Source: an optimization exercise on an open RTL-to-GDS flow (aim: small area, a short achievable clock period and few clock cycles). Production flows keep margins and buffers that such runs may drop. The RTL was checked by simulation tests, not by an equivalence proof against the original design. Power figures rest on the tool's default switching activity, not on a simulated workload.

## build 12
// current_level_classifier
module current_level_classifier #(
    parameter int MAX_SAMPLES = clc_pkg::MAX_SAMPLES_DEF,
    parameter int TOP_COUNT   = clc_pkg::TOP_COUNT_DEF
) (
    input  logic                              aclk,
    input  logic                              aresetn,
    input  logic                              s_tvalid,
    output logic                              s_tready,
    input  logic [clc_pkg::TDATA_IN_W-1:0]    s_tdata,    
    input  logic                              s_tuser,    
    input  logic                              s_tlast,
    output logic                              m_tvalid,
    input  logic                              m_tready,
    output logic [clc_pkg::TDATA_OUT_W-1:0]   m_tdata,    
    input  logic                              cfg_valid,
    output logic                              cfg_ready,
    input  logic [clc_pkg::CFG_IDX_W-1:0]     cfg_index,
  ...
Size in the first run: ~1300 cells after synthesis, about 140 flip-flops, roughly 13000 um^2 of cells after synthesis.
==> flow/config.mk <==
export PLATFORM = sky130hd
export DESIGN_NAME = current_level_classifier
export DESIGN_NICKNAME = current_level_classifier
export VERILOG_FILES = /design/flow/design.v
export SDC_FILE = /design/flow/constraint.sdc
export NUM_CORES = 4
export LEC_CHECK = 0
export CAP_MARGIN = 20
export CORE_MARGIN = 2
export CORE_UTILIZATION = 40
export CTS_BUF_LIST = sky130_fd_sc_hd__clkbuf_8
export SETUP_SLACK_MARGIN = 3.3
export SLEW_MARGIN = 20
==> flow/constraint.sdc <==
create_clock -name core_clock -period 6.5 [get_ports {aclk}]
set_input_delay 1.3000 -clock core_clock [delete_from_list [all_inputs] [get_ports {aclk}]]
set_output_delay 1.3000 -clock core_clock [all_outputs]
set_load 0.01 [all_outputs]
standard.sh (not shown) runs the stock make flow with config.mk's settings and CLKGATE_MAP_FILE= SYNTH_SCRIPT=/design/flow/synth_recipe.tcl, a recipe that flattens the netlist after the stock synthesis.
==> flow/flow/run.sh <==
#!/bin/bash
set -o pipefail
export BUFFER_PORTS_ARGS="-buffer_cell sky130_fd_sc_hd__buf_1"
bash standard.sh > standard.log 2>&1
Looking at the reports, build 12 completed the entire flow and the layout it produced met the timing, design-rule and antenna checks.
Testbench counts of build 12, summed over its fixed seeds: cycles 36,491.
The inputs of build 48 differ from those of build 12 as listed below.
Settings: a change of SETUP_SLACK_MARGIN from 3.3 to 3.0.
## What came out
Shortest clock period the worst path allows after layout sits higher in build 48 than in build 12. Diff build 48 and build 12: fraction of area in clock buffers and inverters lower in build 12. Portion of the clock cycle consumed by the worst path in the final layout was higher in the run labelled build 48. Between build 12 and build 48, total vias in the final route decreased. Cmp build 48 vs build 12: HPWL after detailed placement lower in build 48. [build 48] final cell count fell 38 relative to build 12. Distinct cell type count of the synthesized netlist came out exactly the same in build 48 and build 12. Looking at total wire length after detailed routing, build 48 sits about 5% below build 12. Tightest hold margin: build 48 and build 12 compared, higher one is build 48. Final core area utilization, build 48 and build 12: higher on build 12.
Changes in build 1 relative to build 48:
Settings: a change of SETUP_SLACK_MARGIN from 3.0 to 2.85.
==> comparison <==
- Delta (build 1 minus build 48): global-route wire length before repair higher; design area went down by 430 um^2; total detailed-routing wirelength went down 330 um.
Relative to build 1, the following input files were edited for build 70:
Settings: swapping 2.85 for 2.4 in SETUP_SLACK_MARGIN.
==> results.txt <==
Build 70 finished end to end and its layout was clean on timing, DRC and antenna. Async set-or-reset flop fraction in the synthesized netlist: build 1 vs build 70 identical. Fmax sits lower in build 70 than in build 1. When the final numbers for build 70 and build 1 were put side by side, the non-clock buffer count turned out to be greater in build 1. Compared with build 1, in build 70 cell area has decreased, area of the core has remained practically unchanged, filler cell count in the final layout has increased. From build 70 to build 1, worst hold path cell count did not move at all. In the tables for build 70 and build 1, global-route track usage on met1 reads higher with build 1. Min post-layout worst setup margin across build 70 and build 1: build 70. Remaining max-slew budget at the tightest pin for build 70 is lower than for build 1. Comparing the two runs side by side, build 70 comes out behind build 1 on clock skew.

========
current_level_classifier, a different RTL version from the one above (not shown whole).
For scale: roughly 140 flip-flops, ~52 I/O pins.
clock: 6.5 ns
lec_check: 0
cap_margin: 20
core_margin: 2
core_utilization: 40
cts_buf_list: sky130_fd_sc_hd__clkbuf_8
setup_slack_margin: 2.4
slew_margin: 20
Scripts as last shown in full above: flow/flow/run.sh
The first run completed with no timing, DRC or antenna violations.
Testbench counts at the start, summed over its fixed seeds: cycles 36,491.
Edit:
CORE_UTILIZATION = 65   (was 40)
PLACE_DENSITY = 0.75   (was unset)
The new run went through all stages and came out clean.
Core utilization is higher by 27 points.
Total power is lower slightly.
Register-to-register slack degrades by 20 ps.
Clock-buffer cell count is higher by 1.
Area after synthesis stays the same.
Sequential power hardly moves.
Setup slack degrades by 23 ps.
Clock skew is higher by 6.1 ps.
Die area is lower by well over a third.

## port drivers added, routing unchanged
The results above use ideal ports. As a check the final layouts listed here were re-extracted and re-timed, cells and wires unchanged. Step 1 (the two cells are an assumption about what drives the block):
set clk [get_ports {aclk}]
set_driving_cell -lib_cell sky130_fd_sc_hd__clkbuf_16 $clk
set_driving_cell -lib_cell sky130_fd_sc_hd__buf_2 [delete_from_list [all_inputs] $clk]
Step 2 also shifts input and output timing later by t, the mid clock arrival at the registers, as if the neighbouring blocks saw the same clock. Slacks: ideal ports / drivers / drivers and shift; pairs: ideal ports / drivers.
run	shift t [ns]	setup slack, ns	hold slack, ns	worst setup path after step 2	worst data-port slew with drivers (ns)
build 12	0.526	3.136 / 3.136 / 3.136	0.492 / 0.492 / 0.492	register to register	0.05
build 48	0.521	3.042 / 3.042 / 3.042	0.500 / 0.500 / 0.500	register to register	0.05
build 1	0.532	2.910 / 2.910 / 2.910	0.498 / 0.498 / 0.498	register to register	0.05
build 70	0.528	2.650 / 2.650 / 2.650	0.498 / 0.498 / 0.498	register to register	0.07
the first run of note 2	0.534	2.548 / 2.548 / 2.548	0.511 / 0.511 / 0.511	register to register	0.07
the second run of note 2	0.534	2.525 / 2.525 / 2.525	0.508 / 0.508 / 0.508	register to register	0.06
After both steps setup and hold are still met in every run listed.
